This is an optimization exercise on Yosys and OpenROAD, whose aim is small area and few clock cycles per item, not a production implementation.
The RTL was checked by simulation tests, not by an equivalence proof against the original design.

[flow/config.mk]
export PLATFORM = sky130hd
export DESIGN_NAME = yuv420_crop_rotate_mirror_address
export DESIGN_NICKNAME = yuv420_crop_rotate_mirror_address
export VERILOG_FILES = /design/flow/design.v
export SDC_FILE = /design/flow/constraint.sdc
export NUM_CORES = 4
export LEC_CHECK = 0
export ABC_AREA = 1
export CAP_MARGIN = 20
export CORE_MARGIN = 2
export CORE_UTILIZATION = 40
export CTS_BUF_LIST = sky130_fd_sc_hd__clkbuf_8
export SLEW_MARGIN = 20
[flow/constraint.sdc]
create_clock -name core_clock -period 6.0 [get_ports {clk}]
set_input_delay 1.2000 -clock core_clock [delete_from_list [all_inputs] [get_ports {clk}]]
set_output_delay 1.2000 -clock core_clock [all_outputs]
set_load 0.01 [all_outputs]
[flow/design.v]
package yuvcrm_pkg;
  localparam int DIM_W    = 13;
  localparam int POS_W    = 12;
  localparam int SAMPLE_W = 8;
  localparam int ADDR_W   = 24;
  localparam int PLANE_W  = 2;
  localparam int CFG_DATA_W = 32;
  localparam int CFG_ADDR_W = 5;
  localparam logic [DIM_W-1:0] RST_INPUT_WIDTH  = DIM_W'(640);
  localparam logic [DIM_W-1:0] RST_INPUT_HEIGHT = DIM_W'(480);
  localparam logic [DIM_W-1:0] RST_CROP_WIDTH   = DIM_W'(480);
  localparam logic [DIM_W-1:0] RST_CROP_HEIGHT  = DIM_W'(480);
endpackage
module yuv420_crop_rotate_mirror_address (
  input  logic                                 clk,
  input  logic                                 rst_n,
  input  logic                                 cfg_psel,
  input  logic                                 cfg_penable,
  input  logic                                 cfg_pwrite,
  input  logic [yuvcrm_pkg::CFG_ADDR_W-1:0]    cfg_paddr,
  input  logic [yuvcrm_pkg::CFG_DATA_W-1:0]    cfg_pwdata,
  output logic [yuvcrm_pkg::CFG_DATA_W-1:0]    cfg_prdata,
  output logic                                 cfg_pready,
  input  logic                                 in_tvalid,
  output logic                                 in_tready,
  input  logic [31:0]                          in_tdata,   
  input  logic [yuvcrm_pkg::PLANE_W-1:0]       in_tuser,   
  output logic                                 out_tvalid,
  input  logic                                 out_tready,
  output logic [31:0]                          out_tdata,  
  output logic [yuvcrm_pkg::PLANE_W-1:0]       out_tuser   
);
  localparam int DIM_W    = yuvcrm_pkg::DIM_W;
  localparam int POS_W    = yuvcrm_pkg::POS_W;
  localparam int SAMPLE_W = yuvcrm_pkg::SAMPLE_W;
  localparam int ADDR_W   = yuvcrm_pkg::ADDR_W;
  logic [1:0]       mode_r;
  logic [DIM_W-1:0] in_w_r, in_h_r, crop_w_r, crop_h_r;
  logic             cfg_wr;
  assign cfg_pready = 1'b1;
  assign cfg_wr     = cfg_psel && cfg_penable && cfg_pwrite;
  logic [4:0]       wen;
  logic [1:0]       wd_m;
  logic [DIM_W-1:0] wd_w, wd_h, wd_cw, wd_ch;
  always_comb begin
    for (int k = 0; k < 5; k++) wen[k] = !rst_n || (cfg_wr && cfg_paddr[4:2] == 3'(k));
    wd_m  = rst_n ? cfg_pwdata[1:0] : 2'd0;
    wd_w  = rst_n ? cfg_pwdata[DIM_W-1:0] : yuvcrm_pkg::RST_INPUT_WIDTH;
    wd_h  = rst_n ? cfg_pwdata[DIM_W-1:0] : yuvcrm_pkg::RST_INPUT_HEIGHT;
    wd_cw = rst_n ? cfg_pwdata[DIM_W-1:0] : yuvcrm_pkg::RST_CROP_WIDTH;
    wd_ch = rst_n ? cfg_pwdata[DIM_W-1:0] : yuvcrm_pkg::RST_CROP_HEIGHT;
  end
  always_ff @(posedge clk) begin
    if (wen[0]) mode_r   <= wd_m;
    if (wen[1]) in_w_r   <= wd_w;
    if (wen[2]) in_h_r   <= wd_h;
    if (wen[3]) crop_w_r <= wd_cw;
    if (wen[4]) crop_h_r <= wd_ch;
  end
  always_comb begin
    case (cfg_paddr[4:2])
      3'd0:    cfg_prdata = 32'(mode_r);
      3'd1:    cfg_prdata = 32'(in_w_r);
      3'd2:    cfg_prdata = 32'(in_h_r);
      3'd3:    cfg_prdata = 32'(crop_w_r);
      3'd4:    cfg_prdata = 32'(crop_h_r);
      default: cfg_prdata = '0;
    endcase
  end
  function automatic logic [7:0] radd7(input logic [6:0] a, input logic [6:0] b, input logic ci);
    logic c;
    c = ci;
    for (int i = 0; i < 7; i++) begin
      radd7[i] = a[i] ^ b[i] ^ c;
      c        = (a[i] & b[i]) | (a[i] & c) | (b[i] & c);
    end
    radd7[7] = c;
  endfunction
  logic             mode_rot, mode_mir;
  logic [7:0]       w_lo, h_lo, w_hi, h_hi;
  logic             w_c_r, h_c_r;
  logic             cfg_ok_r;
  logic [POS_W-1:0] lo_r;
  assign mode_mir = (mode_r == 2'd2);
  assign mode_rot = (mode_r == 2'd1);
  assign w_lo = radd7(in_w_r[6:0], ~crop_w_r[6:0], 1'b1);
  assign h_lo = radd7(in_h_r[6:0], ~crop_h_r[6:0], 1'b1);
  assign w_hi = radd7({1'b0, in_w_r[DIM_W-1:7]}, {1'b1, ~crop_w_r[DIM_W-1:7]}, w_c_r);
  assign h_hi = radd7({1'b0, in_h_r[DIM_W-1:7]}, {1'b1, ~crop_h_r[DIM_W-1:7]}, h_c_r);
  always_ff @(posedge clk) begin
    w_c_r             <= w_lo[7];
    h_c_r             <= h_lo[7];
    lo_r[6:0]         <= mode_mir ? w_lo[6:0] : h_lo[6:0];
    lo_r[POS_W-1:7]   <= mode_mir ? w_hi[4:0] : h_hi[4:0];
    cfg_ok_r <= (mode_r != 2'd3) && !w_hi[6] && !h_hi[6] &&
                !(in_w_r[12] && |in_w_r[11:0]) && !(in_h_r[12] && |in_h_r[11:0]);
  end
  logic [POS_W-1:0] in_row, in_col;
  logic             chroma;
  logic [POS_W-1:0] lo, r_lo, c_lo;
  logic [DIM_W-1:0] chp, cwp;
  logic [DIM_W-1:0] rr, rr_hi, cc, cc_hi;
  logic             keep;
  logic [POS_W-1:0] mul_a, addend;
  assign in_row = in_tdata[11:0];
  assign in_col = in_tdata[23:12];
  assign chroma = |in_tuser;
  assign lo     = chroma ? {1'b0, lo_r[POS_W-1:1]} : lo_r;
  assign r_lo   = mode_mir ? '0 : lo;
  assign c_lo   = mode_mir ? lo : '0;
  assign chp    = chroma ? {1'b0, crop_h_r[DIM_W-1:1]} : crop_h_r;
  assign cwp    = chroma ? {1'b0, crop_w_r[DIM_W-1:1]} : crop_w_r;
  logic [DIM_W:0] s_rr, s_rh, s_cc, s_ch;
  yuvcrm_padd #(.N(DIM_W), .KIND(1)) u_sub_rr (
    .a({1'b0, in_row}), .b(~{1'b0, r_lo}), .ci(1'b1), .s(s_rr));
  yuvcrm_padd #(.N(DIM_W), .KIND(0)) u_sub_rh (
    .a(rr), .b(~chp), .ci(1'b1), .s(s_rh));
  yuvcrm_padd #(.N(DIM_W), .KIND(1)) u_sub_cc (
    .a({1'b0, in_col}), .b(~{1'b0, c_lo}), .ci(1'b1), .s(s_cc));
  yuvcrm_padd #(.N(DIM_W), .KIND(0)) u_sub_ch (
    .a(cc), .b(~cwp), .ci(1'b1), .s(s_ch));
  assign rr    = s_rr[DIM_W-1:0];
  assign rr_hi = s_rh[DIM_W-1:0];
  assign cc    = s_cc[DIM_W-1:0];
  assign cc_hi = s_ch[DIM_W-1:0];
  assign keep  = cfg_ok_r && (in_tuser != 2'd3) && !rr[DIM_W-1] && rr_hi[DIM_W-1] &&
                 !cc[DIM_W-1] && cc_hi[DIM_W-1];
  always_comb begin
    if (mode_mir) begin
      mul_a  = ~cc_hi[POS_W-1:0];
      addend = ~rr_hi[POS_W-1:0];
    end else if (mode_rot) begin
      mul_a  = cc[POS_W-1:0];
      addend = ~rr_hi[POS_W-1:0];
    end else begin
      mul_a  = rr[POS_W-1:0];
      addend = cc[POS_W-1:0];
    end
  end
  logic                v_r;
  logic [1:0]          oplane_r;
  logic [SAMPLE_W-1:0] sample_r;
  logic [POS_W-1:0]    mul_a_r;
  logic [5:0]          sel1, sel2, sel3;
  always_comb begin
    for (int j = 0; j < 6; j++) begin
      sel1[j] = mul_a_r[2*j] & ~mul_a_r[2*j+1];
      sel2[j] = ~mul_a_r[2*j] & mul_a_r[2*j+1];
      sel3[j] = mul_a_r[2*j] & mul_a_r[2*j+1];
    end
  end
  logic [POS_W-1:0]    addend_r;
  logic                go, go2, o_v_r;
  assign go2       = !o_v_r || out_tready;
  assign go        = !v_r || go2;
  assign in_tready = go;
  always_ff @(posedge clk) begin
    if (!rst_n) begin
      v_r <= 1'b0;
    end else if (go) begin
      v_r <= in_tvalid && keep;
    end
  end
  always_ff @(posedge clk) begin
    if (go) begin
      oplane_r <= {in_tuser[0], in_tuser[1]};   
      sample_r <= in_tdata[31:24];
      mul_a_r <= mul_a;
      addend_r <= addend;
    end
  end
  logic [DIM_W-1:0] mb;
  logic [DIM_W:0]   mb3;
  logic [DIM_W-1:0] xs;
  logic [ADDR_W:0]  sum;
  logic             chroma_r;
  logic [DIM_W:0] b1, b2;
  logic [7:0]     mb3_hi;
  logic           mb3_c;
  assign mb = (mode_r == 2'd0) ? crop_w_r : crop_h_r;
  assign b1 = {1'b0, mb};
  assign b2 = {mb, 1'b0};
  assign mb3_hi = radd7(b1[DIM_W:7], b2[DIM_W:7], mb3_c);
  always_ff @(posedge clk) begin
    {mb3_c, mb3[6:0]} <= radd7(b1[6:0], b2[6:0], 1'b0);
    mb3[DIM_W:7]      <= mb3_hi[6:0];
  end
  assign chroma_r = |oplane_r;
  assign xs       = chroma_r ? {addend_r, 1'b0} : {1'b0, addend_r};
  logic pp0_0;
  assign pp0_0 = ((sel1[0] & mb[0]) | (sel3[0] & mb3[0]));
  logic pp0_1;
  assign pp0_1 = ((sel1[0] & mb[1]) | (sel2[0] & mb[0]) | (sel3[0] & mb3[1]));
  logic pp0_2;
  assign pp0_2 = ((sel1[0] & mb[2]) | (sel2[0] & mb[1]) | (sel3[0] & mb3[2]));
  logic pp0_3;
  assign pp0_3 = ((sel1[0] & mb[3]) | (sel2[0] & mb[2]) | (sel3[0] & mb3[3]));
  logic pp0_4;
  assign pp0_4 = ((sel1[0] & mb[4]) | (sel2[0] & mb[3]) | (sel3[0] & mb3[4]));
  logic pp0_5;
  assign pp0_5 = ((sel1[0] & mb[5]) | (sel2[0] & mb[4]) | (sel3[0] & mb3[5]));
  logic pp0_6;
  assign pp0_6 = ((sel1[0] & mb[6]) | (sel2[0] & mb[5]) | (sel3[0] & mb3[6]));
  logic pp0_7;
  assign pp0_7 = ((sel1[0] & mb[7]) | (sel2[0] & mb[6]) | (sel3[0] & mb3[7]));
  logic pp0_8;
  assign pp0_8 = ((sel1[0] & mb[8]) | (sel2[0] & mb[7]) | (sel3[0] & mb3[8]));
  logic pp0_9;
  assign pp0_9 = ((sel1[0] & mb[9]) | (sel2[0] & mb[8]) | (sel3[0] & mb3[9]));
  logic pp0_10;
  assign pp0_10 = ((sel1[0] & mb[10]) | (sel2[0] & mb[9]) | (sel3[0] & mb3[10]));
  logic pp0_11;
  assign pp0_11 = ((sel1[0] & mb[11]) | (sel2[0] & mb[10]) | (sel3[0] & mb3[11]));
  logic pp0_12;
  assign pp0_12 = ((sel1[0] & mb[12]) | (sel2[0] & mb[11]) | (sel3[0] & mb3[12]));
  logic pp0_13;
  assign pp0_13 = ((sel2[0] & mb[12]) | (sel3[0] & mb3[13]));
  logic pp1_0;
  assign pp1_0 = ((sel1[1] & mb[0]) | (sel3[1] & mb3[0]));
  logic pp1_1;
  assign pp1_1 = ((sel1[1] & mb[1]) | (sel2[1] & mb[0]) | (sel3[1] & mb3[1]));
  logic pp1_2;
  assign pp1_2 = ((sel1[1] & mb[2]) | (sel2[1] & mb[1]) | (sel3[1] & mb3[2]));
  logic pp1_3;
  assign pp1_3 = ((sel1[1] & mb[3]) | (sel2[1] & mb[2]) | (sel3[1] & mb3[3]));
  logic pp1_4;
  assign pp1_4 = ((sel1[1] & mb[4]) | (sel2[1] & mb[3]) | (sel3[1] & mb3[4]));
  logic pp1_5;
  assign pp1_5 = ((sel1[1] & mb[5]) | (sel2[1] & mb[4]) | (sel3[1] & mb3[5]));
  logic pp1_6;
  assign pp1_6 = ((sel1[1] & mb[6]) | (sel2[1] & mb[5]) | (sel3[1] & mb3[6]));
  logic pp1_7;
  assign pp1_7 = ((sel1[1] & mb[7]) | (sel2[1] & mb[6]) | (sel3[1] & mb3[7]));
  logic pp1_8;
  assign pp1_8 = ((sel1[1] & mb[8]) | (sel2[1] & mb[7]) | (sel3[1] & mb3[8]));
  logic pp1_9;
  assign pp1_9 = ((sel1[1] & mb[9]) | (sel2[1] & mb[8]) | (sel3[1] & mb3[9]));
  logic pp1_10;
  assign pp1_10 = ((sel1[1] & mb[10]) | (sel2[1] & mb[9]) | (sel3[1] & mb3[10]));
  logic pp1_11;
  assign pp1_11 = ((sel1[1] & mb[11]) | (sel2[1] & mb[10]) | (sel3[1] & mb3[11]));
  logic pp1_12;
  assign pp1_12 = ((sel1[1] & mb[12]) | (sel2[1] & mb[11]) | (sel3[1] & mb3[12]));
  logic pp1_13;
  assign pp1_13 = ((sel2[1] & mb[12]) | (sel3[1] & mb3[13]));
  logic pp2_0;
  assign pp2_0 = ((sel1[2] & mb[0]) | (sel3[2] & mb3[0]));
  logic pp2_1;
  assign pp2_1 = ((sel1[2] & mb[1]) | (sel2[2] & mb[0]) | (sel3[2] & mb3[1]));
  logic pp2_2;
  assign pp2_2 = ((sel1[2] & mb[2]) | (sel2[2] & mb[1]) | (sel3[2] & mb3[2]));
  logic pp2_3;
  assign pp2_3 = ((sel1[2] & mb[3]) | (sel2[2] & mb[2]) | (sel3[2] & mb3[3]));
  logic pp2_4;
  assign pp2_4 = ((sel1[2] & mb[4]) | (sel2[2] & mb[3]) | (sel3[2] & mb3[4]));
  logic pp2_5;
  assign pp2_5 = ((sel1[2] & mb[5]) | (sel2[2] & mb[4]) | (sel3[2] & mb3[5]));
  logic pp2_6;
  assign pp2_6 = ((sel1[2] & mb[6]) | (sel2[2] & mb[5]) | (sel3[2] & mb3[6]));
  logic pp2_7;
  assign pp2_7 = ((sel1[2] & mb[7]) | (sel2[2] & mb[6]) | (sel3[2] & mb3[7]));
  logic pp2_8;
  assign pp2_8 = ((sel1[2] & mb[8]) | (sel2[2] & mb[7]) | (sel3[2] & mb3[8]));
  logic pp2_9;
  assign pp2_9 = ((sel1[2] & mb[9]) | (sel2[2] & mb[8]) | (sel3[2] & mb3[9]));
  logic pp2_10;
  assign pp2_10 = ((sel1[2] & mb[10]) | (sel2[2] & mb[9]) | (sel3[2] & mb3[10]));
  logic pp2_11;
  assign pp2_11 = ((sel1[2] & mb[11]) | (sel2[2] & mb[10]) | (sel3[2] & mb3[11]));
  logic pp2_12;
  assign pp2_12 = ((sel1[2] & mb[12]) | (sel2[2] & mb[11]) | (sel3[2] & mb3[12]));
  logic pp2_13;
  assign pp2_13 = ((sel2[2] & mb[12]) | (sel3[2] & mb3[13]));
  logic pp3_0;
  assign pp3_0 = ((sel1[3] & mb[0]) | (sel3[3] & mb3[0]));
  logic pp3_1;
  assign pp3_1 = ((sel1[3] & mb[1]) | (sel2[3] & mb[0]) | (sel3[3] & mb3[1]));
  logic pp3_2;
  assign pp3_2 = ((sel1[3] & mb[2]) | (sel2[3] & mb[1]) | (sel3[3] & mb3[2]));
  logic pp3_3;
  assign pp3_3 = ((sel1[3] & mb[3]) | (sel2[3] & mb[2]) | (sel3[3] & mb3[3]));
  logic pp3_4;
  assign pp3_4 = ((sel1[3] & mb[4]) | (sel2[3] & mb[3]) | (sel3[3] & mb3[4]));
  logic pp3_5;
  assign pp3_5 = ((sel1[3] & mb[5]) | (sel2[3] & mb[4]) | (sel3[3] & mb3[5]));
  logic pp3_6;
  assign pp3_6 = ((sel1[3] & mb[6]) | (sel2[3] & mb[5]) | (sel3[3] & mb3[6]));
  logic pp3_7;
  assign pp3_7 = ((sel1[3] & mb[7]) | (sel2[3] & mb[6]) | (sel3[3] & mb3[7]));
  logic pp3_8;
  assign pp3_8 = ((sel1[3] & mb[8]) | (sel2[3] & mb[7]) | (sel3[3] & mb3[8]));
  logic pp3_9;
  assign pp3_9 = ((sel1[3] & mb[9]) | (sel2[3] & mb[8]) | (sel3[3] & mb3[9]));
  logic pp3_10;
  assign pp3_10 = ((sel1[3] & mb[10]) | (sel2[3] & mb[9]) | (sel3[3] & mb3[10]));
  logic pp3_11;
  assign pp3_11 = ((sel1[3] & mb[11]) | (sel2[3] & mb[10]) | (sel3[3] & mb3[11]));
  logic pp3_12;
  assign pp3_12 = ((sel1[3] & mb[12]) | (sel2[3] & mb[11]) | (sel3[3] & mb3[12]));
  logic pp3_13;
  assign pp3_13 = ((sel2[3] & mb[12]) | (sel3[3] & mb3[13]));
  logic pp4_0;
  assign pp4_0 = ((sel1[4] & mb[0]) | (sel3[4] & mb3[0]));
  logic pp4_1;
  assign pp4_1 = ((sel1[4] & mb[1]) | (sel2[4] & mb[0]) | (sel3[4] & mb3[1]));
  logic pp4_2;
  assign pp4_2 = ((sel1[4] & mb[2]) | (sel2[4] & mb[1]) | (sel3[4] & mb3[2]));
  logic pp4_3;
  assign pp4_3 = ((sel1[4] & mb[3]) | (sel2[4] & mb[2]) | (sel3[4] & mb3[3]));
  logic pp4_4;
  assign pp4_4 = ((sel1[4] & mb[4]) | (sel2[4] & mb[3]) | (sel3[4] & mb3[4]));
  logic pp4_5;
  assign pp4_5 = ((sel1[4] & mb[5]) | (sel2[4] & mb[4]) | (sel3[4] & mb3[5]));
  logic pp4_6;
  assign pp4_6 = ((sel1[4] & mb[6]) | (sel2[4] & mb[5]) | (sel3[4] & mb3[6]));
  logic pp4_7;
  assign pp4_7 = ((sel1[4] & mb[7]) | (sel2[4] & mb[6]) | (sel3[4] & mb3[7]));
  logic pp4_8;
  assign pp4_8 = ((sel1[4] & mb[8]) | (sel2[4] & mb[7]) | (sel3[4] & mb3[8]));
  logic pp4_9;
  assign pp4_9 = ((sel1[4] & mb[9]) | (sel2[4] & mb[8]) | (sel3[4] & mb3[9]));
  logic pp4_10;
  assign pp4_10 = ((sel1[4] & mb[10]) | (sel2[4] & mb[9]) | (sel3[4] & mb3[10]));
  logic pp4_11;
  assign pp4_11 = ((sel1[4] & mb[11]) | (sel2[4] & mb[10]) | (sel3[4] & mb3[11]));
  logic pp4_12;
  assign pp4_12 = ((sel1[4] & mb[12]) | (sel2[4] & mb[11]) | (sel3[4] & mb3[12]));
  logic pp4_13;
  assign pp4_13 = ((sel2[4] & mb[12]) | (sel3[4] & mb3[13]));
  logic pp5_0;
  assign pp5_0 = ((sel1[5] & mb[0]) | (sel3[5] & mb3[0]));
  logic pp5_1;
  assign pp5_1 = ((sel1[5] & mb[1]) | (sel2[5] & mb[0]) | (sel3[5] & mb3[1]));
  logic pp5_2;
  assign pp5_2 = ((sel1[5] & mb[2]) | (sel2[5] & mb[1]) | (sel3[5] & mb3[2]));
  logic pp5_3;
  assign pp5_3 = ((sel1[5] & mb[3]) | (sel2[5] & mb[2]) | (sel3[5] & mb3[3]));
  logic pp5_4;
  assign pp5_4 = ((sel1[5] & mb[4]) | (sel2[5] & mb[3]) | (sel3[5] & mb3[4]));
  logic pp5_5;
  assign pp5_5 = ((sel1[5] & mb[5]) | (sel2[5] & mb[4]) | (sel3[5] & mb3[5]));
  logic pp5_6;
  assign pp5_6 = ((sel1[5] & mb[6]) | (sel2[5] & mb[5]) | (sel3[5] & mb3[6]));
  logic pp5_7;
  assign pp5_7 = ((sel1[5] & mb[7]) | (sel2[5] & mb[6]) | (sel3[5] & mb3[7]));
  logic pp5_8;
  assign pp5_8 = ((sel1[5] & mb[8]) | (sel2[5] & mb[7]) | (sel3[5] & mb3[8]));
  logic pp5_9;
  assign pp5_9 = ((sel1[5] & mb[9]) | (sel2[5] & mb[8]) | (sel3[5] & mb3[9]));
  logic pp5_10;
  assign pp5_10 = ((sel1[5] & mb[10]) | (sel2[5] & mb[9]) | (sel3[5] & mb3[10]));
  logic pp5_11;
  assign pp5_11 = ((sel1[5] & mb[11]) | (sel2[5] & mb[10]) | (sel3[5] & mb3[11]));
  logic pp5_12;
  assign pp5_12 = ((sel1[5] & mb[12]) | (sel2[5] & mb[11]) | (sel3[5] & mb3[12]));
  logic pp5_13;
  assign pp5_13 = ((sel2[5] & mb[12]) | (sel3[5] & mb3[13]));
  logic fs0;
  logic fc0;
  assign fs0 = xs[2] ^ pp0_2 ^ pp1_0;
  assign fc0 = (xs[2] & pp0_2) | (xs[2] & pp1_0) | (pp0_2 & pp1_0);
  logic fs1;
  logic fc1;
  assign fs1 = xs[3] ^ pp0_3 ^ pp1_1;
  assign fc1 = (xs[3] & pp0_3) | (xs[3] & pp1_1) | (pp0_3 & pp1_1);
  logic fs2;
  logic fc2;
  assign fs2 = xs[4] ^ pp0_4 ^ pp1_2;
  assign fc2 = (xs[4] & pp0_4) | (xs[4] & pp1_2) | (pp0_4 & pp1_2);
  logic fs3;
  logic fc3;
  assign fs3 = pp2_0 ^ fc1 ^ fs2;
  assign fc3 = (pp2_0 & fc1) | (pp2_0 & fs2) | (fc1 & fs2);
  logic fs4;
  logic fc4;
  assign fs4 = xs[5] ^ pp0_5 ^ pp1_3;
  assign fc4 = (xs[5] & pp0_5) | (xs[5] & pp1_3) | (pp0_5 & pp1_3);
  logic fs5;
  logic fc5;
  assign fs5 = pp2_1 ^ fc2 ^ fs4;
  assign fc5 = (pp2_1 & fc2) | (pp2_1 & fs4) | (fc2 & fs4);
  logic fs6;
  logic fc6;
  assign fs6 = xs[6] ^ pp0_6 ^ pp1_4;
  assign fc6 = (xs[6] & pp0_6) | (xs[6] & pp1_4) | (pp0_6 & pp1_4);
  logic fs7;
  logic fc7;
  assign fs7 = pp2_2 ^ pp3_0 ^ fc4;
  assign fc7 = (pp2_2 & pp3_0) | (pp2_2 & fc4) | (pp3_0 & fc4);
  logic fs8;
  logic fc8;
  assign fs8 = fs6 ^ fc5 ^ fs7;
  assign fc8 = (fs6 & fc5) | (fs6 & fs7) | (fc5 & fs7);
  logic fs9;
  logic fc9;
  assign fs9 = xs[7] ^ pp0_7 ^ pp1_5;
  assign fc9 = (xs[7] & pp0_7) | (xs[7] & pp1_5) | (pp0_7 & pp1_5);
  logic fs10;
  logic fc10;
  assign fs10 = pp2_3 ^ pp3_1 ^ fc6;
  assign fc10 = (pp2_3 & pp3_1) | (pp2_3 & fc6) | (pp3_1 & fc6);
  logic fs11;
  logic fc11;
  assign fs11 = fs9 ^ fc7 ^ fs10;
  assign fc11 = (fs9 & fc7) | (fs9 & fs10) | (fc7 & fs10);
  logic fs12;
  logic fc12;
  assign fs12 = xs[8] ^ pp0_8 ^ pp1_6;
  assign fc12 = (xs[8] & pp0_8) | (xs[8] & pp1_6) | (pp0_8 & pp1_6);
  logic fs13;
  logic fc13;
  assign fs13 = pp2_4 ^ pp3_2 ^ pp4_0;
  assign fc13 = (pp2_4 & pp3_2) | (pp2_4 & pp4_0) | (pp3_2 & pp4_0);
  logic fs14;
  logic fc14;
  assign fs14 = fc9 ^ fs12 ^ fs13;
  assign fc14 = (fc9 & fs12) | (fc9 & fs13) | (fs12 & fs13);
  logic fs15;
  logic fc15;
  assign fs15 = fc10 ^ fs14 ^ fc11;
  assign fc15 = (fc10 & fs14) | (fc10 & fc11) | (fs14 & fc11);
  logic fs16;
  logic fc16;
  assign fs16 = xs[9] ^ pp0_9 ^ pp1_7;
  assign fc16 = (xs[9] & pp0_9) | (xs[9] & pp1_7) | (pp0_9 & pp1_7);
  logic fs17;
  logic fc17;
  assign fs17 = pp2_5 ^ pp3_3 ^ pp4_1;
  assign fc17 = (pp2_5 & pp3_3) | (pp2_5 & pp4_1) | (pp3_3 & pp4_1);
  logic fs18;
  logic fc18;
  assign fs18 = fc12 ^ fc13 ^ fs16;
  assign fc18 = (fc12 & fc13) | (fc12 & fs16) | (fc13 & fs16);
  logic fs19;
  logic fc19;
  assign fs19 = fs17 ^ fc14 ^ fs18;
  assign fc19 = (fs17 & fc14) | (fs17 & fs18) | (fc14 & fs18);
  logic fs20;
  logic fc20;
  assign fs20 = xs[10] ^ pp0_10 ^ pp1_8;
  assign fc20 = (xs[10] & pp0_10) | (xs[10] & pp1_8) | (pp0_10 & pp1_8);
  logic fs21;
  logic fc21;
  assign fs21 = pp2_6 ^ pp3_4 ^ pp4_2;
  assign fc21 = (pp2_6 & pp3_4) | (pp2_6 & pp4_2) | (pp3_4 & pp4_2);
  logic fs22;
  logic fc22;
  assign fs22 = pp5_0 ^ fc16 ^ fc17;
  assign fc22 = (pp5_0 & fc16) | (pp5_0 & fc17) | (fc16 & fc17);
  logic fs23;
  logic fc23;
  assign fs23 = fs20 ^ fs21 ^ fc18;
  assign fc23 = (fs20 & fs21) | (fs20 & fc18) | (fs21 & fc18);
  logic fs24;
  logic fc24;
  assign fs24 = fs22 ^ fc19 ^ fs23;
  assign fc24 = (fs22 & fc19) | (fs22 & fs23) | (fc19 & fs23);
  logic fs25;
  logic fc25;
  assign fs25 = xs[11] ^ pp0_11 ^ pp1_9;
  assign fc25 = (xs[11] & pp0_11) | (xs[11] & pp1_9) | (pp0_11 & pp1_9);
  logic fs26;
  logic fc26;
  assign fs26 = pp2_7 ^ pp3_5 ^ pp4_3;
  assign fc26 = (pp2_7 & pp3_5) | (pp2_7 & pp4_3) | (pp3_5 & pp4_3);
  logic fs27;
  logic fc27;
  assign fs27 = pp5_1 ^ fc20 ^ fc21;
  assign fc27 = (pp5_1 & fc20) | (pp5_1 & fc21) | (fc20 & fc21);
  logic fs28;
  logic fc28;
  assign fs28 = fs25 ^ fs26 ^ fc22;
  assign fc28 = (fs25 & fs26) | (fs25 & fc22) | (fs26 & fc22);
  logic fs29;
  logic fc29;
  assign fs29 = fs27 ^ fc23 ^ fs28;
  assign fc29 = (fs27 & fc23) | (fs27 & fs28) | (fc23 & fs28);
  logic fs30;
  logic fc30;
  assign fs30 = xs[12] ^ pp0_12 ^ pp1_10;
  assign fc30 = (xs[12] & pp0_12) | (xs[12] & pp1_10) | (pp0_12 & pp1_10);
  logic fs31;
  logic fc31;
  assign fs31 = pp2_8 ^ pp3_6 ^ pp4_4;
  assign fc31 = (pp2_8 & pp3_6) | (pp2_8 & pp4_4) | (pp3_6 & pp4_4);
  logic fs32;
  logic fc32;
  assign fs32 = pp5_2 ^ fc25 ^ fc26;
  assign fc32 = (pp5_2 & fc25) | (pp5_2 & fc26) | (fc25 & fc26);
  logic fs33;
  logic fc33;
  assign fs33 = fs30 ^ fs31 ^ fc27;
  assign fc33 = (fs30 & fs31) | (fs30 & fc27) | (fs31 & fc27);
  logic fs34;
  logic fc34;
  assign fs34 = fs32 ^ fc28 ^ fs33;
  assign fc34 = (fs32 & fc28) | (fs32 & fs33) | (fc28 & fs33);
  logic fs35;
  logic fc35;
  assign fs35 = pp0_13 ^ pp1_11 ^ pp2_9;
  assign fc35 = (pp0_13 & pp1_11) | (pp0_13 & pp2_9) | (pp1_11 & pp2_9);
  logic fs36;
  logic fc36;
  assign fs36 = pp3_7 ^ pp4_5 ^ pp5_3;
  assign fc36 = (pp3_7 & pp4_5) | (pp3_7 & pp5_3) | (pp4_5 & pp5_3);
  logic fs37;
  logic fc37;
  assign fs37 = fc30 ^ fc31 ^ fs35;
  assign fc37 = (fc30 & fc31) | (fc30 & fs35) | (fc31 & fs35);
  logic fs38;
  logic fc38;
  assign fs38 = fs36 ^ fc32 ^ fs37;
  assign fc38 = (fs36 & fc32) | (fs36 & fs37) | (fc32 & fs37);
  logic fs39;
  logic fc39;
  assign fs39 = fc33 ^ fs38 ^ fc34;
  assign fc39 = (fc33 & fs38) | (fc33 & fc34) | (fs38 & fc34);
  logic fs40;
  logic fc40;
  assign fs40 = pp1_12 ^ pp2_10 ^ pp3_8;
  assign fc40 = (pp1_12 & pp2_10) | (pp1_12 & pp3_8) | (pp2_10 & pp3_8);
  logic fs41;
  logic fc41;
  assign fs41 = pp4_6 ^ pp5_4 ^ fc35;
  assign fc41 = (pp4_6 & pp5_4) | (pp4_6 & fc35) | (pp5_4 & fc35);
  logic fs42;
  logic fc42;
  assign fs42 = fc36 ^ fs40 ^ fc37;
  assign fc42 = (fc36 & fs40) | (fc36 & fc37) | (fs40 & fc37);
  logic fs43;
  logic fc43;
  assign fs43 = fs41 ^ fc38 ^ fs42;
  assign fc43 = (fs41 & fc38) | (fs41 & fs42) | (fc38 & fs42);
  logic fs44;
  logic fc44;
  assign fs44 = pp1_13 ^ pp2_11 ^ pp3_9;
  assign fc44 = (pp1_13 & pp2_11) | (pp1_13 & pp3_9) | (pp2_11 & pp3_9);
  logic fs45;
  logic fc45;
  assign fs45 = pp4_7 ^ pp5_5 ^ fc40;
  assign fc45 = (pp4_7 & pp5_5) | (pp4_7 & fc40) | (pp5_5 & fc40);
  logic fs46;
  logic fc46;
  assign fs46 = fs44 ^ fc41 ^ fs45;
  assign fc46 = (fs44 & fc41) | (fs44 & fs45) | (fc41 & fs45);
  logic fs47;
  logic fc47;
  assign fs47 = fc42 ^ fs46 ^ fc43;
  assign fc47 = (fc42 & fs46) | (fc42 & fc43) | (fs46 & fc43);
  logic fs48;
  logic fc48;
  assign fs48 = pp2_12 ^ pp3_10 ^ pp4_8;
  assign fc48 = (pp2_12 & pp3_10) | (pp2_12 & pp4_8) | (pp3_10 & pp4_8);
  logic fs49;
  logic fc49;
  assign fs49 = pp5_6 ^ fc44 ^ fs48;
  assign fc49 = (pp5_6 & fc44) | (pp5_6 & fs48) | (fc44 & fs48);
  logic fs50;
  logic fc50;
  assign fs50 = fc45 ^ fs49 ^ fc46;
  assign fc50 = (fc45 & fs49) | (fc45 & fc46) | (fs49 & fc46);
  logic fs51;
  logic fc51;
  assign fs51 = pp2_13 ^ pp3_11 ^ pp4_9;
  assign fc51 = (pp2_13 & pp3_11) | (pp2_13 & pp4_9) | (pp3_11 & pp4_9);
  logic fs52;
  logic fc52;
  assign fs52 = pp5_7 ^ fc48 ^ fs51;
  assign fc52 = (pp5_7 & fc48) | (pp5_7 & fs51) | (fc48 & fs51);
  logic fs53;
  logic fc53;
  assign fs53 = fc49 ^ fs52 ^ fc50;
  assign fc53 = (fc49 & fs52) | (fc49 & fc50) | (fs52 & fc50);
  logic fs54;
  logic fc54;
  assign fs54 = pp3_12 ^ pp4_10 ^ pp5_8;
  assign fc54 = (pp3_12 & pp4_10) | (pp3_12 & pp5_8) | (pp4_10 & pp5_8);
  logic fs55;
  logic fc55;
  assign fs55 = fc51 ^ fs54 ^ fc52;
  assign fc55 = (fc51 & fs54) | (fc51 & fc52) | (fs54 & fc52);
  logic fs56;
  logic fc56;
  assign fs56 = pp3_13 ^ pp4_11 ^ pp5_9;
  assign fc56 = (pp3_13 & pp4_11) | (pp3_13 & pp5_9) | (pp4_11 & pp5_9);
  logic fs57;
  logic fc57;
  assign fs57 = fc54 ^ fs56 ^ fc55;
  assign fc57 = (fc54 & fs56) | (fc54 & fc55) | (fs56 & fc55);
  logic fs58;
  logic fc58;
  assign fs58 = pp4_12 ^ pp5_10 ^ fc56;
  assign fc58 = (pp4_12 & pp5_10) | (pp4_12 & fc56) | (pp5_10 & fc56);
  logic fs59;
  logic fc59;
  assign fs59 = pp4_13 ^ pp5_11 ^ fc58;
  assign fc59 = (pp4_13 & pp5_11) | (pp4_13 & fc58) | (pp5_11 & fc58);
  logic [24:0] ra, rb;
  assign ra = {1'b0, pp5_13, pp5_12, fs59, fs58, fs57, fs55, fs53, fs50, fs47, fs43, fs39, fc29, fc24, fs24, fs19, fs15, fc8, fs8, fc3, fs3, fc0, fs0, xs[1], xs[0]};
  assign rb = {1'b0, 1'b0, fc59, 1'b0, fc57, 1'b0, fc53, 1'b0, fc47, 1'b0, fc39, 1'b0, fs34, fs29, 1'b0, fc15, 1'b0, fs11, 1'b0, fs5, 1'b0, fs1, 1'b0, pp0_1, pp0_0};
  logic [24:0] cp, cg;
  assign cp = ra ^ rb;
  assign cg = ra & rb;
  logic pg0;
  assign pg0 = cg[1] | (cp[1] & cg[0]);
  logic pp0x;
  assign pp0x = cp[1] & cp[0];
  logic pg1;
  assign pg1 = cg[3] | (cp[3] & cg[2]);
  logic pp1x;
  assign pp1x = cp[3] & cp[2];
  logic pg2;
  assign pg2 = cg[5] | (cp[5] & cg[4]);
  logic pp2x;
  assign pp2x = cp[5] & cp[4];
  logic pg3;
  assign pg3 = cg[7] | (cp[7] & cg[6]);
  logic pp3x;
  assign pp3x = cp[7] & cp[6];
  logic pg4;
  assign pg4 = cg[9] | (cp[9] & cg[8]);
  logic pp4x;
  assign pp4x = cp[9] & cp[8];
  logic pg5;
  assign pg5 = cg[11] | (cp[11] & cg[10]);
  logic pp5x;
  assign pp5x = cp[11] & cp[10];
  logic pg6;
  assign pg6 = cg[13] | (cp[13] & cg[12]);
  logic pp6x;
  assign pp6x = cp[13] & cp[12];
  logic pg7;
  assign pg7 = cg[15] | (cp[15] & cg[14]);
  logic pp7x;
  assign pp7x = cp[15] & cp[14];
  logic pg8;
  assign pg8 = cg[17] | (cp[17] & cg[16]);
  logic pp8x;
  assign pp8x = cp[17] & cp[16];
  logic pg9;
  assign pg9 = cg[19] | (cp[19] & cg[18]);
  logic pp9x;
  assign pp9x = cp[19] & cp[18];
  logic pg10;
  assign pg10 = cg[21] | (cp[21] & cg[20]);
  logic pp10x;
  assign pp10x = cp[21] & cp[20];
  logic pg11;
  assign pg11 = cg[23] | (cp[23] & cg[22]);
  logic pp11x;
  assign pp11x = cp[23] & cp[22];
  logic pg12;
  assign pg12 = pg1 | (pp1x & pg0);
  logic pp12x;
  assign pp12x = pp1x & pp0x;
  logic pg13;
  assign pg13 = pg3 | (pp3x & pg2);
  logic pp13x;
  assign pp13x = pp3x & pp2x;
  logic pg14;
  assign pg14 = pg5 | (pp5x & pg4);
  logic pp14x;
  assign pp14x = pp5x & pp4x;
  logic pg15;
  assign pg15 = pg7 | (pp7x & pg6);
  logic pp15x;
  assign pp15x = pp7x & pp6x;
  logic pg16;
  assign pg16 = pg9 | (pp9x & pg8);
  logic pp16x;
  assign pp16x = pp9x & pp8x;
  logic pg17;
  assign pg17 = pg11 | (pp11x & pg10);
  logic pp17x;
  assign pp17x = pp11x & pp10x;
  logic pg18;
  assign pg18 = pg13 | (pp13x & pg12);
  logic pp18x;
  assign pp18x = pp13x & pp12x;
  logic pg19;
  assign pg19 = pg15 | (pp15x & pg14);
  logic pp19x;
  assign pp19x = pp15x & pp14x;
  logic pg20;
  assign pg20 = pg17 | (pp17x & pg16);
  logic pp20x;
  assign pp20x = pp17x & pp16x;
  logic pg21;
  assign pg21 = pg19 | (pp19x & pg18);
  logic pp21x;
  assign pp21x = pp19x & pp18x;
  logic pg22;
  assign pg22 = pg20 | (pp20x & pg21);
  logic pp22x;
  assign pp22x = pp20x & pp21x;
  logic pg23;
  assign pg23 = pg14 | (pp14x & pg18);
  logic pp23x;
  assign pp23x = pp14x & pp18x;
  logic pg24;
  assign pg24 = pg16 | (pp16x & pg21);
  logic pp24x;
  assign pp24x = pp16x & pp21x;
  logic pg25;
  assign pg25 = pg2 | (pp2x & pg12);
  logic pp25x;
  assign pp25x = pp2x & pp12x;
  logic pg26;
  assign pg26 = pg4 | (pp4x & pg18);
  logic pp26x;
  assign pp26x = pp4x & pp18x;
  logic pg27;
  assign pg27 = pg6 | (pp6x & pg23);
  logic pp27x;
  assign pp27x = pp6x & pp23x;
  logic pg28;
  assign pg28 = pg8 | (pp8x & pg21);
  logic pp28x;
  assign pp28x = pp8x & pp21x;
  logic pg29;
  assign pg29 = pg10 | (pp10x & pg24);
  logic pp29x;
  assign pp29x = pp10x & pp24x;
  logic pg30;
  assign pg30 = cg[2] | (cp[2] & pg0);
  logic pp30x;
  assign pp30x = cp[2] & pp0x;
  logic pg31;
  assign pg31 = cg[4] | (cp[4] & pg12);
  logic pp31x;
  assign pp31x = cp[4] & pp12x;
  logic pg32;
  assign pg32 = cg[6] | (cp[6] & pg25);
  logic pp32x;
  assign pp32x = cp[6] & pp25x;
  logic pg33;
  assign pg33 = cg[8] | (cp[8] & pg18);
  logic pp33x;
  assign pp33x = cp[8] & pp18x;
  logic pg34;
  assign pg34 = cg[10] | (cp[10] & pg26);
  logic pp34x;
  assign pp34x = cp[10] & pp26x;
  logic pg35;
  assign pg35 = cg[12] | (cp[12] & pg23);
  logic pp35x;
  assign pp35x = cp[12] & pp23x;
  logic pg36;
  assign pg36 = cg[14] | (cp[14] & pg27);
  logic pp36x;
  assign pp36x = cp[14] & pp27x;
  logic pg37;
  assign pg37 = cg[16] | (cp[16] & pg21);
  logic pp37x;
  assign pp37x = cp[16] & pp21x;
  logic pg38;
  assign pg38 = cg[18] | (cp[18] & pg28);
  logic pp38x;
  assign pp38x = cp[18] & pp28x;
  logic pg39;
  assign pg39 = cg[20] | (cp[20] & pg24);
  logic pp39x;
  assign pp39x = cp[20] & pp24x;
  logic pg40;
  assign pg40 = cg[22] | (cp[22] & pg29);
  logic pp40x;
  assign pp40x = cp[22] & pp29x;
  logic pg41;
  assign pg41 = cg[24] | (cp[24] & pg22);
  logic pp41x;
  assign pp41x = cp[24] & pp22x;
  assign sum = {cp[24] ^ pg22, cp[23] ^ pg40, cp[22] ^ pg29, cp[21] ^ pg39, cp[20] ^ pg24, cp[19] ^ pg38, cp[18] ^ pg28, cp[17] ^ pg37, cp[16] ^ pg21, cp[15] ^ pg36, cp[14] ^ pg27, cp[13] ^ pg35, cp[12] ^ pg23, cp[11] ^ pg34, cp[10] ^ pg26, cp[9] ^ pg33, cp[8] ^ pg18, cp[7] ^ pg32, cp[6] ^ pg25, cp[5] ^ pg31, cp[4] ^ pg12, cp[3] ^ pg30, cp[2] ^ pg0, cp[1] ^ cg[0], cp[0]};
  logic [1:0]          o_oplane_r;
  logic [SAMPLE_W-1:0] o_sample_r;
  logic [ADDR_W:0]     o_sum_r;
  always_ff @(posedge clk) begin
    if (!rst_n) begin
      o_v_r <= 1'b0;
    end else if (go2) begin
      o_v_r <= v_r;
    end
  end
  always_ff @(posedge clk) begin
    if (go2) begin
      o_oplane_r <= oplane_r;
      o_sample_r <= sample_r;
      o_sum_r    <= sum;
    end
  end
  assign out_tvalid = o_v_r;
  assign out_tuser  = o_oplane_r;
  assign out_tdata  = {o_sample_r, |o_oplane_r ? o_sum_r[ADDR_W:1] : o_sum_r[ADDR_W-1:0]};
endmodule
module yuvcrm_padd #(parameter int N = 14, parameter int KIND = 1) (
  input  logic [N-1:0] a,
  input  logic [N-1:0] b,
  input  logic         ci,
  output logic [N:0]   s
);
  localparam int L = (N <= 2) ? 1 : (N <= 4) ? 2 : (N <= 8) ? 3 : (N <= 16) ? 4 : 5;
  logic [N-1:0] g [0:2*L+1];
  logic [N-1:0] p [0:2*L+1];
  logic [N-1:0] pb, gb;
  assign pb = a ^ b;
  assign gb = a & b;
  always_comb begin
    g[0] = gb;
    p[0] = pb;
    g[0][0] = gb[0] | (pb[0] & ci);
    for (int l = 0; l < 2*L+1; l++) begin
      g[l+1] = g[l];
      p[l+1] = p[l];
    end
    if (KIND == 0) begin
      for (int l = 0; l < L; l++) begin
        g[l+1] = g[l];
        p[l+1] = p[l];
        for (int i = 0; i < N; i++)
          if ((i >> l) & 1) begin
            g[l+1][i] = g[l][i] | (p[l][i] & g[l][((i >> l) << l) - 1]);
            p[l+1][i] = p[l][i] & p[l][((i >> l) << l) - 1];
          end
      end
      for (int l = L; l < 2*L+1; l++) begin
        g[l+1] = g[l];
        p[l+1] = p[l];
      end
    end else if (KIND == 1) begin
      for (int l = 0; l < L; l++) begin
        g[l+1] = g[l];
        p[l+1] = p[l];
        for (int i = (2 << l) - 1; i < N; i += (2 << l)) begin
          g[l+1][i] = g[l][i] | (p[l][i] & g[l][i - (1 << l)]);
          p[l+1][i] = p[l][i] & p[l][i - (1 << l)];
        end
      end
      for (int l = L - 1; l >= 0; l--) begin
        g[2*L-l] = g[2*L-l-1];
        p[2*L-l] = p[2*L-l-1];
        for (int i = (3 << l) - 1; i < N; i += (2 << l)) begin
          g[2*L-l][i] = g[2*L-l-1][i] | (p[2*L-l-1][i] & g[2*L-l-1][i - (1 << l)]);
          p[2*L-l][i] = p[2*L-l-1][i] & p[2*L-l-1][i - (1 << l)];
        end
      end
      g[2*L+1] = g[2*L];
      p[2*L+1] = p[2*L];
    end else begin
      for (int i = 1; i < N; i++) begin
        g[1][i] = g[1][i] | (p[1][i] & g[1][i-1]);
      end
      for (int l = 1; l < 2*L+1; l++) begin
        g[l+1] = g[l];
        p[l+1] = p[l];
      end
    end
  end
  always_comb begin
    s[0] = pb[0] ^ ci;
    for (int i = 1; i < N; i++) s[i] = pb[i] ^ g[2*L+1][i-1];
    s[N] = g[2*L+1][N-1];
  end
endmodule
[flow/flow/run.sh]
#!/bin/bash
# The standard layout (the standard.sh: ORFS synthesis through finish), with three
# changes: synthesis skips the quick ABC pass inside Yosys's synth command (registers are
# untouched by it; the full-adder extraction then sees the adders as written), the
# buffers that placement puts on every input and output port are the platform's smallest
# plain buffer instead of the cell buffer_ports picks by itself, and clock tree synthesis
# adds no dummy loads to balance the tree.
set -euo pipefail
export SYNTH_ARGS="-noabc"
export BUFFER_PORTS_ARGS="-buffer_cell sky130_fd_sc_hd__buf_1"
export CTS_ARGS="-sink_clustering_enable -repair_clock_nets -buf_list sky130_fd_sc_hd__clkbuf_8 -dont_use_dummy_load"
bash standard.sh > standard.log 2>&1
[flow/standard.sh]
#!/bin/bash
# synth_recipe.tcl (not shown) runs the flow's synth.tcl, then flattens the netlist and writes it again
# the make line also repeats each setting of config.mk as NAME=value (left out here)
make -C /OpenROAD-flow-scripts/flow DESIGN_CONFIG=/design/flow/config.mk WORK_HOME=/design/flow/orfs CLKGATE_MAP_FILE= SYNTH_SCRIPT=/design/flow/synth_recipe.tcl "${@:-finish}"
==> impl_metrics.ini <==
[final_layout]
num_antenna_cells = 0
stdcell_count = 1852
area_delta_synth_final_pct = 9.74
layout_commonest_cell = nand2_1
layout-drive-gt1-share_pct = 8.55
postLayoutCoreUtil_pct = 44.2
fillers = 3085
nNetsFinal = 1716
post-route-cell-area_sq_um = 13800
layout_common_cells = nand2_1, inv_1, edfxtp_1

[placement]
place_congestion = 0.915
hpwl_microns = 27700
preCtsSetupSlack_ns = 0.307
placedCellCount = 1835
dpl_cell_area_sq_um = 13600
io_buffer_count = 105

[setup_path]
crit_path_end_kind = register
critPathMaxFanout = 14
cp.required_ns = 6.21
cpMostUsedCell = nand2_1
r2r_end = o_sum_r[23]
worstRegToRegCells = 24
slowest_delay_ns = 0.48
critPathBufInv = 4
worstPathArrival_ns = 5.81
regToRegSetupSlack_ns = 0.40
path_delay_family = adder cells
critPathSlowestCell = edfxtp_1
r2r-start = mode_r[1]
crit_chain = nor2_2, buf_4, clkinv_2, nand2_1, nand2_1, inv_1, nand2_1, o221ai_1, fa_1, fa_1, fa_1, fa_1, fa_1, ha_1, nand3_1, o221ai_1, inv_1, nand2_1, nand2_1, nand2_1, nand2_1, nand2_1, fa_1, xor2_1
start_kind = register
critical_path_class = register to register

[sta]
slew-limit-headroom_pct = 42.6
worst_pin_slew_ns = 0.861
final.setup.tns_ns = 0
fin_ws_ns = 0.401
hold_viol = 0
fin_crit_ns = 5.60
report.final.slew_viol_count = 0
fmax_ghz = 0.179
rsz0062_at_grt = no
whs_ns = 0.413
setup_viol = 0
fin_crit_sh_pct = 93.3
finalClockSkew_ns = 0.0345

[synth]
synth-edff-count = 123
synth_top_area_cell = edfxtp_1
ys_top_cells_by_area = edfxtp_1, fa_1, nand2_1, ha_1, inv_1
synth_ff_type = edfxtp_1
syn_area_sq_um = 12600
synth-seq-cells = 155
netlist.area_leader.share_pct = 29.3
ys_seq_area_share_pct = 34.4
syn_inst = 1321
ys.warnings.count = 7
async_reset_ff_share_pct = 0
synth.avg_cell_area_sq_um = 9.55
ys_types = 44

[routing]
vias = 9829
viasPerCell = 5.31
drt_iter0_drc = 763
avgRoutedWirePerCell_microns = 18.3
drc = 0
wirelength_microns = 34000
dr.pass1.iters = 5
ant_nets = 0

[clocking]
cts.clk_slew.worst_paths_ns = 0.08
cts_root_buf = clkbuf_8
worstSkewPairLatency_ns = 0.49
cts_buffers = 17
cts.sinks = 155
h-tree-depth = 4
ctsHoldBuffers = 0
clockBufferDepth = 2
cts_tree = done

[global_routing]
antenna_found_initial = 0
grt_pass1_wl_microns = 53600
grt_use_met1_pct = 27.2
grt_util_met3_pct = 3.61
first_global_vias = 9743
use_met2_pct = 36.4
grtUsageTotal_pct = 21.3
grt_max_degree = 57
gr-total-overflow = 0
busiest_layer = met2

[floorplan]
rows = 65
dieArea_sq_um = 33000
core_sq_um = 31300
start_util_pct = 40.3
ios = 147
die_height_microns = 182
dieWidth_microns = 182

[min_path]
hold_path.startpoint = sample_r[6]
whs_endpoint = o_sample_r[6]
holdPathStages = 0
min_path_type = register to register

[run_status]
status = no timing/DRC/antenna violations

[flow_run]
drv_cap = 0
## layer usage
metal,wire length (microns),part of all wire (%)
met5,0,0
met4,976,2.9
met3,2060,6.1
met2,16400,48
met1,14500,43
## what timing repair did
item | 4_1_cts | 5_1_grt
endpoints found under the setup margin | 0 | 6
hold endpoints to repair | 0 | 0
setup buffers | 0 | 0
gates resized for setup | 0 | 2
## worst max-delay path by stage
stage | start | to | slack (ns) | depth (start not counted)
final | mode_r[1] | o_sum_r[23] | 0.40 | 24
after global routing | mode_r[1] | o_sum_r[23] | 0.05 | 24
after CTS | mode_r[1] | o_sum_r[23] | 0.31 | 24
after detailed placement | in_tuser[1] | mul_a_r[8] | 0.31 | 20
after global placement | in_tuser[1] | mul_a_r[8] | 0.37 | 20
after floorplan | mode_r[0] | o_sum_r[23] | 0.83 | 23
## synthesized netlist by cell type, types with 3 or more instances
master / n
nand2_1: 288
inv_1: 197
edfxtp_1: 123
fa_1: 120
o221ai_1: 79
ha_1: 66
o21ai_0: 66
nor2_1: 57
dfxtp_1: 32
a21oi_1: 30
nand3_1: 24
o22ai_1: 24
buf_4: 23
mux2_2: 22
clkbuf_1: 17
buf_2: 15
inv_2: 15
xnor2_1: 14
mux2i_1: 13
xor2_1: 13
a221o_1: 11
nand2_2: 11
a21o_1: 7
a31oi_1: 7
clkinv_1: 6
nor3_1: 5
nor2_2: 4
a22oi_1: 3
nand4_1: 3
nor4_1: 3
o21a_1: 3
o21bai_1: 3
## logic make-up after synthesis
logic type,synth area share (%)
XOR/XNOR,1.87
adder cells (fa/ha/maj),25.6
multiplexers,2.99
AND/OR/NAND/NOR,12.8
other,0.0595
AO/OA/AOI/OAI,13.3
flip-flops,34.4
buffers and inverters,9.04
## registers in the layout, summed over array words and instances (netlist names), 12 cells and up
register / flops
mul_a_r: 12
lo_r: 12
crop_w_r: 13
in_w_r: 13
in_h_r: 13
mb3: 14
crop_h_r: 13
o_sum_r: 25
addend_r: 12
## area by class of cell
class                           instances  area (sq um)  area share, %
Sequential cell                       155          4330           31.3
Inverter                              218           820           5.92
Tap cell                              402           503           3.63
Timing Repair Buffer                  150           732           5.29
Clock buffer                           17           234           1.69
Multi-Input combinational cell        910          7220           52.2
Testbench counts, summed over its fixed seeds: cycles 58,814, items 58,788.

[separate check: timing with driven ports]
How much do the figures lean on ideal ports? The routed layout below was timed once more, with nothing changed but the port constraints.
Step 1, drivers: a clkbuf_16 drives clk and a buf_2 each remaining input, both assumed.
Step 2 also shifts input and output timing later by t, the mid clock arrival at the registers, as if the neighbouring blocks saw the same clock.
Slacks: no drivers / after step 1 / after step 2; pairs: no drivers / after step 1.
t (ns): 0.517
setup WS [ns]: 0.401 / 0.401 / 0.239
slew at the worst register clock pin (ns): 0.11 / 0.11
After both steps this run still meets setup and hold. For this run, drivers alone change the setup slack by 0.000 ns; drivers and shift together by -0.162 ns.
